Background: an optimization exercise with open tools, aiming at small area, a short achievable clock period and few clock cycles per item. Do not read the settings as production practice.
Function was not checked in any run shown here: the RTL went through the layout flow alone.
No activity file was given, so power comes from the tool's default toggle rates.

==> flow/design.v <==
`timescale 1ns / 1ps
package dmwq_pkg;
  localparam int CAP_W = 5;
  localparam int CFG_IDX_W = 2;
  localparam logic [CFG_IDX_W-1:0] CFG_MODE     = 2'd0;
  localparam logic [CFG_IDX_W-1:0] CFG_CAPACITY = 2'd1;
  localparam logic             MODE_LINEAR   = 1'b0;
  localparam logic             MODE_CIRCULAR = 1'b1;
  localparam logic [CAP_W-1:0] CAP_RESET     = 5'd16;
  localparam logic [1:0] KIND_ENQUEUE = 2'd0;
  localparam logic [1:0] KIND_DEQUEUE = 2'd1;
  localparam logic [1:0] KIND_LOOKUP  = 2'd2;
  typedef enum logic [2:0] {
    ST_OK    = 3'd0,
    ST_FULL  = 3'd1,
    ST_NONE  = 3'd2,
    ST_RANGE = 3'd3,
    ST_UNSUP = 3'd4
  } status_t;
  function automatic logic [CAP_W-1:0] eff_cap(input logic [CAP_W-1:0] raw,
                                               input logic [CAP_W-1:0] cap_max);
    eff_cap = raw;
    if (raw == '0) begin
      eff_cap = CAP_W'(1);
    end else if (raw > cap_max) begin
      eff_cap = cap_max;
    end
  endfunction
endpackage
`timescale 1ns / 1ps
module dmwq_ram #(
  parameter int WIDTH = 32,
  parameter int DEPTH = 16,
  localparam int AW = (DEPTH > 1) ? $clog2(DEPTH) : 1
) (
  input  logic             clk,
  input  logic             clr,
  input  logic [DEPTH-1:0] we_row,
  input  logic [WIDTH-1:0] wdata,
  input  logic             re,
  input  logic [AW-1:0]    raddr,
  output logic [WIDTH-1:0] rdata
);
  logic [WIDTH-1:0] mem [DEPTH];
  logic [WIDTH-1:0] wdata_c;
  assign wdata_c = wdata & {WIDTH{!clr}};
  always_ff @(posedge clk) begin
    for (int i = 0; i < DEPTH; i++) begin
      if (clr || we_row[i]) begin
        mem[i] <= wdata_c;
      end
    end
  end
  logic [DEPTH-1:0] rsel;
  always_comb begin
    for (int i = 0; i < DEPTH; i++) begin
      rsel[i] = re && (raddr == AW'(i));
    end
    rdata = '0;
    for (int i = 0; i < DEPTH; i++) begin
      rdata = rdata | (mem[i] & {WIDTH{rsel[i]}});
    end
  end
endmodule
`timescale 1ns / 1ps
module dual_mode_word_queue #(
  parameter int DEPTH      = 16,
  parameter int WORD_WIDTH = 32
) (
  input  logic                           clk,
  input  logic                           rst,
  input  logic                           cfg_we,
  input  logic [dmwq_pkg::CFG_IDX_W-1:0] cfg_index,
  input  logic [dmwq_pkg::CAP_W-1:0]     cfg_data,
  input  logic                           in_valid,
  output logic                           in_ready,
  input  logic [1:0]                     kind,
  input  logic [WORD_WIDTH-1:0]          data_word,
  input  logic [3:0]                     position,
  output logic                           out_valid,
  input  logic                           out_ready,
  output logic [2:0]                     status,
  output logic [WORD_WIDTH-1:0]          read_word,
  output logic [dmwq_pkg::CAP_W-1:0]     count,
  output logic                           full_res,
  output logic                           empty_res
);
  localparam int CW      = dmwq_pkg::CAP_W;
  localparam int AW      = $clog2(DEPTH);
  localparam int CAP_MAX = (DEPTH < (2 ** CW) - 1) ? DEPTH : (2 ** CW) - 1;
  logic          mode;
  logic [CW-1:0] cap;
  logic [CW-1:0] front;
  logic [CW-1:0] wptr;
  logic [CW-1:0] elem_count;
  logic          clr;
  logic          full_f;
  logic          deq_f;
  logic          rearm_f;
  logic          sk_v;
  logic [2:0]    sk_status;
  logic [CW-1:0] sk_count;
  logic          sk_full;
  logic          sk_empty;
  logic          sk_re;
  logic [AW-1:0] sk_addr;
  logic          is_enq;
  logic          is_deq;
  logic          is_lkp;
  logic          lkp_ok;
  logic          enq_ok;
  logic          deq_ok;
  logic          deq_rearm;
  logic          cnt_zero;
  logic [CW-1:0] cnt_inc;
  logic [CW-1:0] cnt_dec;
  logic [CW-1:0] wptr_inc;
  logic [CW-1:0] front_inc;
  logic          enq_full;
  logic          deqc_empty;
  logic          deq_deq;
  logic          deq_rearm_n;
  logic [2:0]    step_status;
  logic [CW-1:0] count_next;
  logic          step_re;
  logic [AW-1:0] rd_addr;
  logic          step_full;
  logic          step_empty;
  logic          accept;
  logic          s2_free;
  logic          in_ready_r;
  logic          sk_v_next;
  logic          cfg_hit;
  logic [DEPTH-1:0]      we_row;
  logic                  ram_re;
  logic [AW-1:0]         ram_raddr;
  logic [WORD_WIDTH-1:0] ram_rdata;
  assign in_ready  = in_ready_r;
  assign accept    = in_valid && in_ready_r;
  assign s2_free   = !out_valid || out_ready;
  assign sk_v_next = sk_v ? !out_ready : (accept && !s2_free);
  assign cfg_hit   = cfg_we && (cfg_index == dmwq_pkg::CFG_MODE ||
                                cfg_index == dmwq_pkg::CFG_CAPACITY);
  assign cnt_zero = (elem_count == '0);
  assign is_enq   = (kind == dmwq_pkg::KIND_ENQUEUE);
  assign is_deq   = (kind == dmwq_pkg::KIND_DEQUEUE);
  assign is_lkp   = (kind == dmwq_pkg::KIND_LOOKUP);
  assign enq_ok   = is_enq && !full_f;
  assign deq_ok   = is_deq && deq_f;
  assign deq_rearm = is_deq && rearm_f;
  assign lkp_ok   = is_lkp && (mode == dmwq_pkg::MODE_LINEAR) && !cnt_zero &&
                    ({1'b0, position} < cap);
  always_comb begin
    cnt_inc   = elem_count + CW'(1);
    cnt_dec   = elem_count - CW'(1);
    wptr_inc  = wptr + CW'(1);
    front_inc = front + CW'(1);
    if (mode == dmwq_pkg::MODE_CIRCULAR && wptr_inc == cap) begin
      wptr_inc = '0;
    end
    if (mode == dmwq_pkg::MODE_CIRCULAR && front_inc == cap) begin
      front_inc = '0;
    end
    enq_full    = (cnt_inc == cap);
    deqc_empty  = (elem_count == CW'(1));
    deq_deq     = (mode == dmwq_pkg::MODE_CIRCULAR) ? (elem_count != CW'(1))
                                                    : ((front + CW'(1)) < wptr);
    deq_rearm_n = (mode == dmwq_pkg::MODE_LINEAR) && ((front + CW'(1)) == cap);
  end
  always_comb begin
    step_status = dmwq_pkg::ST_OK;
    step_re     = 1'b0;
    rd_addr     = front[AW-1:0];
    count_next  = elem_count;
    step_full   = full_f;
    step_empty  = cnt_zero;
    case (kind)
      dmwq_pkg::KIND_ENQUEUE: begin
        if (full_f) begin
          step_status = dmwq_pkg::ST_FULL;
        end else begin
          count_next = cnt_inc;
          step_full  = enq_full;
          step_empty = 1'b0;
        end
      end
      dmwq_pkg::KIND_DEQUEUE: begin
        if (rearm_f) begin
          step_status = dmwq_pkg::ST_NONE;
          count_next  = '0;
          step_full   = 1'b0;
          step_empty  = 1'b1;
        end else if (!deq_f) begin
          step_status = dmwq_pkg::ST_NONE;
        end else begin
          step_re = 1'b1;
          if (mode == dmwq_pkg::MODE_CIRCULAR) begin
            count_next = cnt_dec;
            step_full  = 1'b0;
            step_empty = deqc_empty;
          end
        end
      end
      dmwq_pkg::KIND_LOOKUP: begin
        rd_addr = position;
        if (mode != dmwq_pkg::MODE_LINEAR) begin
          step_status = dmwq_pkg::ST_UNSUP;
        end else if (cnt_zero) begin
          step_status = dmwq_pkg::ST_NONE;
        end else if ({1'b0, position} >= cap) begin
          step_status = dmwq_pkg::ST_RANGE;
        end else begin
          step_re = 1'b1;
        end
      end
      default: begin
        step_status = dmwq_pkg::ST_UNSUP;
      end
    endcase
  end
  always_comb begin
    for (int i = 0; i < DEPTH; i++) begin
      we_row[i] = accept && enq_ok && (wptr[AW-1:0] == AW'(i));
    end
    ram_re    = sk_v ? sk_re : step_re;
    ram_raddr = sk_v ? sk_addr : rd_addr;
  end
  dmwq_ram #(
    .WIDTH(WORD_WIDTH),
    .DEPTH(DEPTH)
  ) u_store (
    .clk   (clk),
    .clr   (clr),
    .we_row(we_row),
    .wdata (data_word),
    .re    (ram_re),
    .raddr (ram_raddr),
    .rdata (ram_rdata)
  );
  always_ff @(posedge clk) begin
    if (rst) begin
      clr        <= 1'b1;
      sk_v       <= 1'b0;
      out_valid  <= 1'b0;
      in_ready_r <= 1'b0;
      mode       <= dmwq_pkg::MODE_CIRCULAR;
      cap        <= dmwq_pkg::eff_cap(dmwq_pkg::CAP_RESET, CW'(CAP_MAX));
      front      <= '0;
      wptr       <= '0;
      elem_count <= '0;
      full_f     <= 1'b0;
      deq_f      <= 1'b0;
      rearm_f    <= 1'b0;
    end else begin
      clr <= 1'b0;
      if (sk_v) begin
        if (out_ready) begin
          status    <= sk_status;
          read_word <= ram_rdata;
          count     <= sk_count;
          full_res  <= sk_full;
          empty_res <= sk_empty;
        end
      end else if (accept) begin
        if (s2_free) begin
          status    <= step_status;
          read_word <= ram_rdata;
          count     <= count_next;
          full_res  <= step_full;
          empty_res <= step_empty;
          out_valid <= 1'b1;
        end else begin
          sk_status <= step_status;
          sk_count  <= count_next;
          sk_full   <= step_full;
          sk_empty  <= step_empty;
          sk_re     <= step_re;
          sk_addr   <= rd_addr;
        end
      end else if (out_ready) begin
        out_valid <= 1'b0;
      end
      sk_v       <= sk_v_next;
      in_ready_r <= !sk_v_next;
      if (cfg_hit) begin
        if (cfg_index == dmwq_pkg::CFG_MODE) begin
          mode <= cfg_data[0];
        end else begin
          cap <= dmwq_pkg::eff_cap(cfg_data, CW'(CAP_MAX));
        end
        front      <= '0;
        wptr       <= '0;
        elem_count <= '0;
        full_f     <= 1'b0;
        deq_f      <= 1'b0;
        rearm_f    <= 1'b0;
      end else if (accept) begin
        if (enq_ok) begin
          wptr       <= wptr_inc;
          elem_count <= cnt_inc;
          full_f     <= enq_full;
          deq_f      <= 1'b1;
        end else if (deq_rearm) begin
          front      <= '0;
          wptr       <= '0;
          elem_count <= '0;
          full_f     <= 1'b0;
          deq_f      <= 1'b0;
          rearm_f    <= 1'b0;
        end else if (deq_ok) begin
          front      <= front_inc;
          deq_f      <= deq_deq;
          rearm_f    <= deq_rearm_n;
          if (mode == dmwq_pkg::MODE_CIRCULAR) begin
            elem_count <= cnt_dec;
            full_f     <= 1'b0;
          end
        end
      end
    end
  end
endmodule
==> flow/run.sh <==
#!/bin/bash
# synth_recipe.tcl (not shown) runs the flow's synth.tcl, then flattens the netlist and writes it again
# the make line also repeats each setting of config.mk as NAME=value (left out here)
make -C /OpenROAD-flow-scripts/flow DESIGN_CONFIG=/design/flow/config.mk WORK_HOME=/design/flow/orfs CLKGATE_MAP_FILE= SYNTH_SCRIPT=/design/flow/synth_recipe.tcl finish
==> flow/config.mk <==
export PLATFORM = sky130hd
export DESIGN_NAME = dual_mode_word_queue
export DESIGN_NICKNAME = dual_mode_word_queue
export VERILOG_FILES = /design/flow/design.v
export SDC_FILE = /design/flow/constraint.sdc
export NUM_CORES = 4
export LEC_CHECK = 0
export ABC_CLOCK_PERIOD_IN_PS = 2000
export CAP_MARGIN = 20
export CORE_MARGIN = 2
export CORE_UTILIZATION = 40
export SETUP_SLACK_MARGIN = 3.0
export SLEW_MARGIN = 20
==> flow/constraint.sdc <==
create_clock -name core_clock -period 5.0 [get_ports {clk}]
set_input_delay 1.0000 -clock core_clock [delete_from_list [all_inputs] [get_ports {clk}]]
set_output_delay 1.0000 -clock core_clock [all_outputs]
set_load 0.01 [all_outputs]
==> out/metrics.yaml, run 1 <==
synth:
  yosysWarningCount: 3
  leading_register_cell_type_out_of_synthesis: "sky130_fd_sc_hd__edfxtp_1"
  synth_commonest_cells: "sky130_fd_sc_hd__edfxtp_1 (569), sky130_fd_sc_hd__nand2_1 (176), sky130_fd_sc_hd__a21oi_1 (99), sky130_fd_sc_hd__a22o_1 (64), sky130_fd_sc_hd__a22oi_1 (49)"
  synthesis.nets: 1620
  post-synth-top-area-cell: "sky130_fd_sc_hd__edfxtp_1"
  synth_seq_cells: 597
  asyncSetResetFlopFracSynth_pct: 0
  synthDistinctLibCells: 72
  post-synth-top-area-fraction_pct: 70.7
  synth.top_cells.by_area: "sky130_fd_sc_hd__edfxtp_1 (71%), sky130_fd_sc_hd__nand2_1 (2.7%), sky130_fd_sc_hd__a22o_1 (2.3%)"
  synth_enable_flop_cells: 569
  avg_synthesized_cell_area_sq_um: 15.6
  syn-instance-count: 1549
  synth.most_common_cell: "sky130_fd_sc_hd__edfxtp_1"
  synth_area_sq_um: 24200
  synth-seq-area-share_pct: 73.0
sta:
  fmaxAchievable_mhz: 357
  setup_tns_final_ns: 0
  timing_max_transition_violations_final: 0
  rsz0062_at_grt: "true"
  setup_viol_count_final: 0
  hold-worst-slack_ns: 0.545
  final.min_clock_period_ns: 2.80
  final_skew_ns: 0.0430
  worst_case_headroom_to_the_max_slew_limit_pct: 37.8
  final-hold-violation-count: 0
  final.period_utilization_pct: 56.0
  max_slew.worst_pin.slew_ns: 0.931
clock_tree:
  cts_bufs_inserted: 61
  h-tree-depth: 2
  post_cts_hold_buffer_count: 0
  cts_sinks: 597
  tritoncts: "yes"
  cts.reportedPaths.clkPinSlew_ns: 0.06
  clock_tree.buffer_depth: 3
  clock_latency_ns: 0.65
  clock-root-buffer: "sky130_fd_sc_hd__clkbuf_16"
status:
  outcome: "finished clean"
drt:
  route.detailed.vias_per_inst: 5.91
  wl_per_cell_um: 28.0
  drt-total-wl_mm: 77.2
  drc_violation_total_after_the_first_tritonroute_iteration: 1941
  drtAntennaViolNets: 0
  route.detailed.drc: 0
  detailedRoute.firstPassIterationCount: 5
  vias: 16300
floorplan:
  num_rows: 90
  die_height_um: 250
  initial_utilization_pct: 40.3
  design.portCount: 94
  die_area_sq_um: 62400
  floorplan.core_area_sq_um: 60000
  die_width_um: 250
grt:
  number_of_global_route_vias_before_repair: 15800
  track_usage_pct: 23.4
  global_route.overflow_total: 0
  antenna_found_initial: 3
  grt_pass1_wl_mm: 107
  maximum_number_of_pins_on_one_net_before_global_route_repair: 66
power:
  irDropWorstVdd_uv: 302
  power.total_mw: 11.4
  total_leakage_power_nw: 11.7
  power_density_over_the_cells_nw_per_um2: 346
placed_design:
  place.detailed.hpwl_mm: 36.0
  gpl.final_weighted_congestion: 0.791
  placement.io_buffers: 93
  dp_cells: 2381
  placed_area_sq_um: 26400
setup_path:
  arrival_ns: 3.25
  cp.required_ns: 5.45
  setup.worst_path.start_class: "input pin"
  endpoint_kind: "flop"
  worstPathMaxFanout: 13
  timing.setup.critical_path_class: "input pin to flop"
final_layout:
  layoutNonFillerInstCount: 2758
  finish.instance_area_sq_um: 33000
  antenna_cells_inserted: 0
  seqCellArea_sq_um: 17700
  drive_above_1_share_pct: 35.8
  multiInputGateArea_sq_um: 7580
  num-nets-final: 2002
  syn2layout_area_growth_pct: 36.6
  nFillCells: 4522
min_path:
  hold_path.class: "flop to flop"
flow_run:
  drv_cap: 0
-- repair_timing --
| item | 4_1_cts | 5_1_grt |
|---|---|---|
| cloned | 29 | 3 |
| gates resized for setup | 441 | 127 |
| setup endpoints to repair | 802 | 904 |
| pin swaps | 58 | 70 |
| setup buffers | 188 | 49 |
-- cell type report --
class	count	share of cell area [%]
clock inverters	34	1.05
clock buffers	74	4.84
flip-flops and latches	597	53.6
multi-input cells	870	23.0
repair buffers	385	14.4
inverters	16	0.243
well taps	782	2.96
-- critical path: stages --
cell	delay, ns
sky130_fd_sc_hd__buf_12	0.11
sky130_fd_sc_hd__inv_12	0.04
sky130_fd_sc_hd__ha_4	0.18
sky130_fd_sc_hd__mux2_4	0.34
sky130_fd_sc_hd__mux2i_4	0.25
sky130_fd_sc_hd__buf_6	0.15
sky130_fd_sc_hd__buf_4	0.12
sky130_fd_sc_hd__nand2_4	0.09
sky130_fd_sc_hd__nor3_4	0.32
sky130_fd_sc_hd__buf_4	0.29
sky130_fd_sc_hd__a221oi_1	0.13
sky130_fd_sc_hd__a31oi_1	0.21
-- layout by cell type (no fill, tap or decap), types with 17 or more instances in the layout --
cell type and n:
sky130_fd_sc_hd__buf_4 96, sky130_fd_sc_hd__buf_12 101, sky130_fd_sc_hd__mux2i_1 36, sky130_fd_sc_hd__a221oi_1 18, sky130_fd_sc_hd__buf_6 83, sky130_fd_sc_hd__a21o_4 33, sky130_fd_sc_hd__clkbuf_16 65, sky130_fd_sc_hd__nand2_1 166
sky130_fd_sc_hd__a21oi_1 91, sky130_fd_sc_hd__a22oi_1 35, sky130_fd_sc_hd__a22o_1 59, sky130_fd_sc_hd__nor2_1 35, sky130_fd_sc_hd__a31oi_1 30, sky130_fd_sc_hd__clkdlybuf4s50_1 41, sky130_fd_sc_hd__xnor2_1 17, sky130_fd_sc_hd__nor2b_2 31
sky130_fd_sc_hd__buf_2 40, sky130_fd_sc_hd__edfxtp_1 569
-- kinds of logic (layout without fill, tap and decap cells) --
group	count (synthesis)	after routing	share of synthesized area, %
AO/OA/AOI/OAI	405	422	12.7
flip-flops	597	597	73.0
AND/OR/NAND/NOR	328	329	6.44
XOR/XNOR	24	24	0.927
buffers and inverters	102	509	2.21
adder cells (fa/ha/maj)	21	21	1.09
multiplexers	72	74	3.63
-- report_power, final --
part / switching [mW] / internal, mW / leakage, nW
Sequential: 0.0901 / 5.76 / 6.00
Combinational: 0.593 / 0.466 / 4.75
Clock: 1.94 / 2.57 / 0.940
-- final timing paths --
path | start | to | slack [ns] | cells past startpoint
min reg2reg | sk_status[0]$_DFFE_PP_ | status[0]$_DFFE_PP_ | 0.54 | 1
max reg2reg | sk_v$_SDFF_PP0_ | read_word[0]$_DFFE_PP_ | 2.34 | 8
min | sk_status[0]$_DFFE_PP_ | status[0]$_DFFE_PP_ | 0.54 | 1
max | kind[0] | read_word[14]$_DFFE_PP_ | 2.20 | 12
-- through the flow --
step                util, %  setup WS (ns)
floorplan                 -           2.02
global placement       44.0          0.261
detailed placement     44.0          0.272
CTS                    53.2           2.29
global route           55.0           2.12
finish                 55.0           2.20
-- state kept, by name (all words and copies together) (netlist names), 3 cells and up --
signal       flops
cap              5
count            5
elem_count       5
front            5
read_word       32
sk_addr          4
sk_count         5
sk_status        3
status           3
u_store.mem    512
wptr             5
-- layer usage --
layer / GRT usage [%] / up-vias / wire length (um) / share of wire (%)
met5: 0 / - / 13 / 0.017
met3: 5.17 / 211 / 7710 / 10
li1: - / 6917 / - / -
met2: 38.1 / 949 / 36700 / 48
met4: 8.66 / 2 / 3050 / 3.9
met1: 30.9 / 8221 / 29700 / 38
==> inputs of run 2 (changes only) <==
--- a/flow/design.v
+++ b/flow/design.v
@@ -31,6 +31,5 @@
 module dmwq_ram #(
   parameter int WIDTH = 32,
-  parameter int DEPTH = 16,
-  localparam int AW = (DEPTH > 1) ? $clog2(DEPTH) : 1
+  parameter int DEPTH = 16
 ) (
   input  logic             clk,
@@ -38,6 +37,5 @@
   input  logic [DEPTH-1:0] we_row,
   input  logic [WIDTH-1:0] wdata,
-  input  logic             re,
-  input  logic [AW-1:0]    raddr,
+  input  logic [DEPTH-1:0] rsel,
   output logic [WIDTH-1:0] rdata
 );
@@ -52,9 +50,5 @@
     end
   end
-  logic [DEPTH-1:0] rsel;
   always_comb begin
-    for (int i = 0; i < DEPTH; i++) begin
-      rsel[i] = re && (raddr == AW'(i));
-    end
     rdata = '0;
     for (int i = 0; i < DEPTH; i++) begin
@@ -133,6 +127,5 @@
   logic          cfg_hit;
   logic [DEPTH-1:0]      we_row;
-  logic                  ram_re;
-  logic [AW-1:0]         ram_raddr;
+  logic [DEPTH-1:0]      rsel;
   logic [WORD_WIDTH-1:0] ram_rdata;
   assign in_ready  = in_ready_r;
@@ -219,10 +212,19 @@
     endcase
   end
+  logic [DEPTH-1:0] sk_row;
+  logic [DEPTH-1:0] deq_row;
+  logic [DEPTH-1:0] lkp_row;
+  logic [DEPTH-1:0] pos_row;
+  logic             lkp_base;
+  assign lkp_base = (mode == dmwq_pkg::MODE_LINEAR) && !cnt_zero;
   always_comb begin
     for (int i = 0; i < DEPTH; i++) begin
-      we_row[i] = accept && enq_ok && (wptr[AW-1:0] == AW'(i));
+      we_row[i]  = in_valid && is_enq && in_ready_r && !full_f && (wptr[AW-1:0] == AW'(i));
+      sk_row[i]  = sk_v && sk_re && (sk_addr == AW'(i));
+      deq_row[i] = !sk_v && deq_f && (front[AW-1:0] == AW'(i));
+      lkp_row[i] = !sk_v && lkp_base && (CW'(i) < cap);
+      pos_row[i] = (position == AW'(i));
+      rsel[i]    = sk_row[i] || (is_deq && deq_row[i]) || (is_lkp && pos_row[i] && lkp_row[i]);
     end
-    ram_re    = sk_v ? sk_re : step_re;
-    ram_raddr = sk_v ? sk_addr : rd_addr;
   end
   dmwq_ram #(
@@ -234,6 +236,5 @@
     .we_row(we_row),
     .wdata (data_word),
-    .re    (ram_re),
-    .raddr (ram_raddr),
+    .rsel  (rsel),
     .rdata (ram_rdata)
   );
--- a/flow/config.mk
+++ b/flow/config.mk
@@ -10,4 +10,6 @@
 export CORE_MARGIN = 2
 export CORE_UTILIZATION = 40
-export SETUP_SLACK_MARGIN = 3.0
+export SETUP_SLACK_MARGIN = 2.7
 export SLEW_MARGIN = 20
+export SYNTH_HIERARCHICAL = 1
+export SYNTH_MINIMUM_KEEP_SIZE = 0
==> out/metrics.yaml, run 2 <==
synth:
  synthDistinctLibCells: 67
  yosysWarningCount: 9
  synth_commonest_cells: "sky130_fd_sc_hd__edfxtp_1 (569), sky130_fd_sc_hd__a22o_1 (128), sky130_fd_sc_hd__a221oi_1 (127), sky130_fd_sc_hd__nor2_1 (58), sky130_fd_sc_hd__nand2_1 (52)"
  synth_enable_flop_cells: 569
  syn-instance-count: 1424
  asyncSetResetFlopFracSynth_pct: 0
  synth-seq-area-share_pct: 75.2
  leading_register_cell_type_out_of_synthesis: "sky130_fd_sc_hd__edfxtp_1"
  synthesis.nets: 1498
  post-synth-top-area-fraction_pct: 72.8
  synth.most_common_cell: "sky130_fd_sc_hd__edfxtp_1"
  avg_synthesized_cell_area_sq_um: 16.5
  synth_seq_cells: 597
  synth.top_cells.by_area: "sky130_fd_sc_hd__edfxtp_1 (73%), sky130_fd_sc_hd__a22o_1 (4.8%), sky130_fd_sc_hd__a221oi_1 (4.7%)"
  post-synth-top-area-cell: "sky130_fd_sc_hd__edfxtp_1"
  synth_area_sq_um: 23500
drt:
  vias: 14800
  drc_violation_total_after_the_first_tritonroute_iteration: 1507
  wl_per_cell_um: 27.9
  drt-total-wl_mm: 69.6
  detailedRoute.firstPassIterationCount: 5
  route.detailed.vias_per_inst: 5.92
  route.detailed.drc: 0
  drtAntennaViolNets: 0
grt:
  number_of_global_route_vias_before_repair: 14600
  antenna_found_initial: 1
  grt_pass1_wl_mm: 100
  global_route.overflow_total: 0
  track_usage_pct: 22.9
  maximum_number_of_pins_on_one_net_before_global_route_repair: 48
setup_path:
  arrival_ns: 3.04
  crit_top_cell: "sky130_fd_sc_hd__buf_6"
  cp.required_ns: 5.40
  worst_path_max_delay_cell: "sky130_fd_sc_hd__dfxtp_4"
  crit_buf_inv: 6
  endpoint_kind: "flop"
  worstPathCellList: "inv_4 > ha_4 > nor4b_4 > buf_4 > nor4_4 > buf_6 > nand2_8 > o41ai_4 > buf_6 > buf_12 > buf_16 > a22o_4 > a221oi_2 > nand4_1"
  max_stage_delay_ns: 0.35
  crit_family: "buffers and inverters"
  worstPathMaxFanout: 8
  timing.setup.critical_path_class: "flop to flop"
  setup.worst_path.start_class: "flop"
final_layout:
  nFillCells: 4543
  drive_above_1_share_pct: 30.2
  largest_registers: "u_store.mem: 512 flops, read_word: 32 flops"
  finish.instance_area_sq_um: 30600
  antenna_cells_inserted: 0
  max_flop_register: "u_store.mem"
  num-nets-final: 1755
  final_core_utilization_pct: 53.0
  syn2layout_area_growth_pct: 30.5
  layout.cells.most_common_list: "sky130_fd_sc_hd__edfxtp_1 (569), sky130_fd_sc_hd__a22o_1 (127), sky130_fd_sc_hd__a221oi_2 (98)"
  layout.cells.most_common: "sky130_fd_sc_hd__edfxtp_1"
  number_of_flip_flops_in_the_largest_register: 512
clock_tree:
  cts_sinks: 597
  cts.reportedPaths.clkPinSlew_ns: 0.07
  clock_tree.buffer_depth: 3
  h-tree-depth: 2
  clock-root-buffer: "sky130_fd_sc_hd__clkbuf_16"
  clock_latency_ns: 0.67
  post_cts_hold_buffer_count: 0
  tritoncts: "yes"
  cts_bufs_inserted: 61
sta:
  rsz0062_at_grt: "true"
  final-hold-violation-count: 0
  setup_viol_count_final: 0
  fmaxAchievable_mhz: 379
  worst_case_headroom_to_the_max_slew_limit_pct: 24.8
  max_slew.worst_pin.slew_ns: 1.13
  setup_tns_final_ns: 0
  final_skew_ns: 0.0567
  timing_max_transition_violations_final: 0
  hold-worst-slack_ns: 0.474
  final.period_utilization_pct: 52.7
  final.min_clock_period_ns: 2.64
floorplan:
  initial_utilization_pct: 40.6
  design.portCount: 94
  floorplan.core_area_sq_um: 57800
  die_area_sq_um: 60600
  num_rows: 88
  die_height_um: 246
  die_width_um: 246
placed_design:
  placed_area_sq_um: 26100
  gpl.final_weighted_congestion: 0.837
  place.detailed.hpwl_mm: 33.1
  placement.io_buffers: 93
min_path:
  hold_path.class: "flop to flop"
power:
  total_leakage_power_nw: 10.8
  irDropWorstVdd_uv: 294
  power_density_over_the_cells_nw_per_um2: 355
flow_run:
  drv_cap: 0
status:
  outcome: "finished clean"
==> run 2: timing repair <==
item,in CTS,in global routing
pin swaps,61,13
gates resized for setup,286,31
setup endpoints to repair,644,174
gates cloned,26,1
buffers inserted,124,5
==> run 2: power breakdown <==
part	internal [mW]	leakage [nW]	switching [mW]
clock	2.54	0.931	1.90
combinational	0.226	3.89	0.339
sequential	5.77	6.01	0.102
total	8.54	10.8	2.34
==> run 2: tightest hold or removal path, stage by stage (launching register included) <==
cell and delay [ns]:
sky130_fd_sc_hd__dfxtp_1 0.33, sky130_fd_sc_hd__nand2_1 0.06, sky130_fd_sc_hd__nand2_1 0.04
==> run 2: cell families (layout without fill, tap and decap cells) <==
| logic type | Yosys count | after routing | synth area share, % |
|---|---|---|---|
| flops | 597 | 597 | 75.2 |
| compound gates | 379 | 380 | 13.1 |
| simple gates | 284 | 300 | 6.42 |
| buf+inv | 108 | 396 | 2.64 |
| fa+ha+maj | 24 | 24 | 1.28 |
| xor+xnor | 23 | 23 | 0.938 |
| mux | 9 | 9 | 0.432 |
==> run 2: path summary, 6_finish.rpt <==
check / startpoint / endpoint / slack (ns) / cells past startpoint
hold reg to reg: front[4]$_SDFFE_PP0P_ / front[4]$_SDFFE_PP0P_ / 0.47 / 2
setup / recovery: elem_count[1]$_SDFFE_PP0P_ / read_word[10]$_DFFE_PP_ / 2.36 / 14
hold / removal: front[4]$_SDFFE_PP0P_ / front[4]$_SDFFE_PP0P_ / 0.47 / 2
setup reg to reg: elem_count[1]$_SDFFE_PP0P_ / read_word[10]$_DFFE_PP_ / 2.36 / 14
==> run 2: cell type report <==
| type | instances | area [sq um] | area share [%] |
|---|---|---|---|
| multi-input combinational | 736 | 6740 | 22.0 |
| timing repair buffer | 260 | 3210 | 10.5 |
| tap | 765 | 957 | 3.12 |
| sequential | 597 | 17700 | 57.7 |
| inverter | 25 | 121 | 0.396 |
| clock inverter | 26 | 293 | 0.956 |
| clock buffer | 85 | 1640 | 5.35 |
==> run 2: stage by stage <==
step	cells	setup WS, ns	power, mW
6_report	2494	2.36	10.9
5_1_grt	2494	2.23	11.2
4_1_cts	2488	2.38	10.9
3_5_place_dp	2227	0.691	6.38
3_3_place_gp	2227	0.740	6.36
2_1_floorplan	1424	2.31	6.15
==> run 2: routing by layer <==
metal | part of all wire (%) | routed length [um] | vias up | track usage [%]
met1 | 41 | 28900 | 7592 | 30.9
li1 | - | - | 6394 | -
met4 | 3.3 | 2280 | 0 | 7.90
met5 | 0 | 0 | - | 0
met2 | 48 | 33100 | 633 | 37.0
met3 | 7.7 | 5350 | 143 | 4.71

-- static timing again, ports no longer ideal --
In the flow no input, the clock included, has a driving cell. The finished layouts below were timed again as built, in two steps. Step 1 sets driving cells, clkbuf_16 on the clock port and buf_2 on the other inputs (assumed; they add their load-dependent delay and slew). Step 2, shift: input delay + t, output delay - t, t = (earliest + latest rising clock arrival at the registers) / 2. This alone moves slack from input paths to output paths. Slacks: ideal ports / drivers / drivers and shift; pairs: ideal ports / drivers.
run	t (ns)	setup slack, ns	hold WS [ns]	worst register clock-pin slew, ns	worst slew at a driven data input, ns
run 1	0.684	2.201 / 2.205 / 1.521	0.545 / 0.545 / 0.545	0.07 / 0.07	0.08
run 2	0.692	2.364 / 2.364 / 1.714	0.474 / 0.474 / 0.474	0.07 / 0.07	0.04
After both steps every run listed still meets setup and hold. For run 1, which loses most, drivers alone change the setup slack by +0.004 ns; drivers and shift together by -0.680 ns.
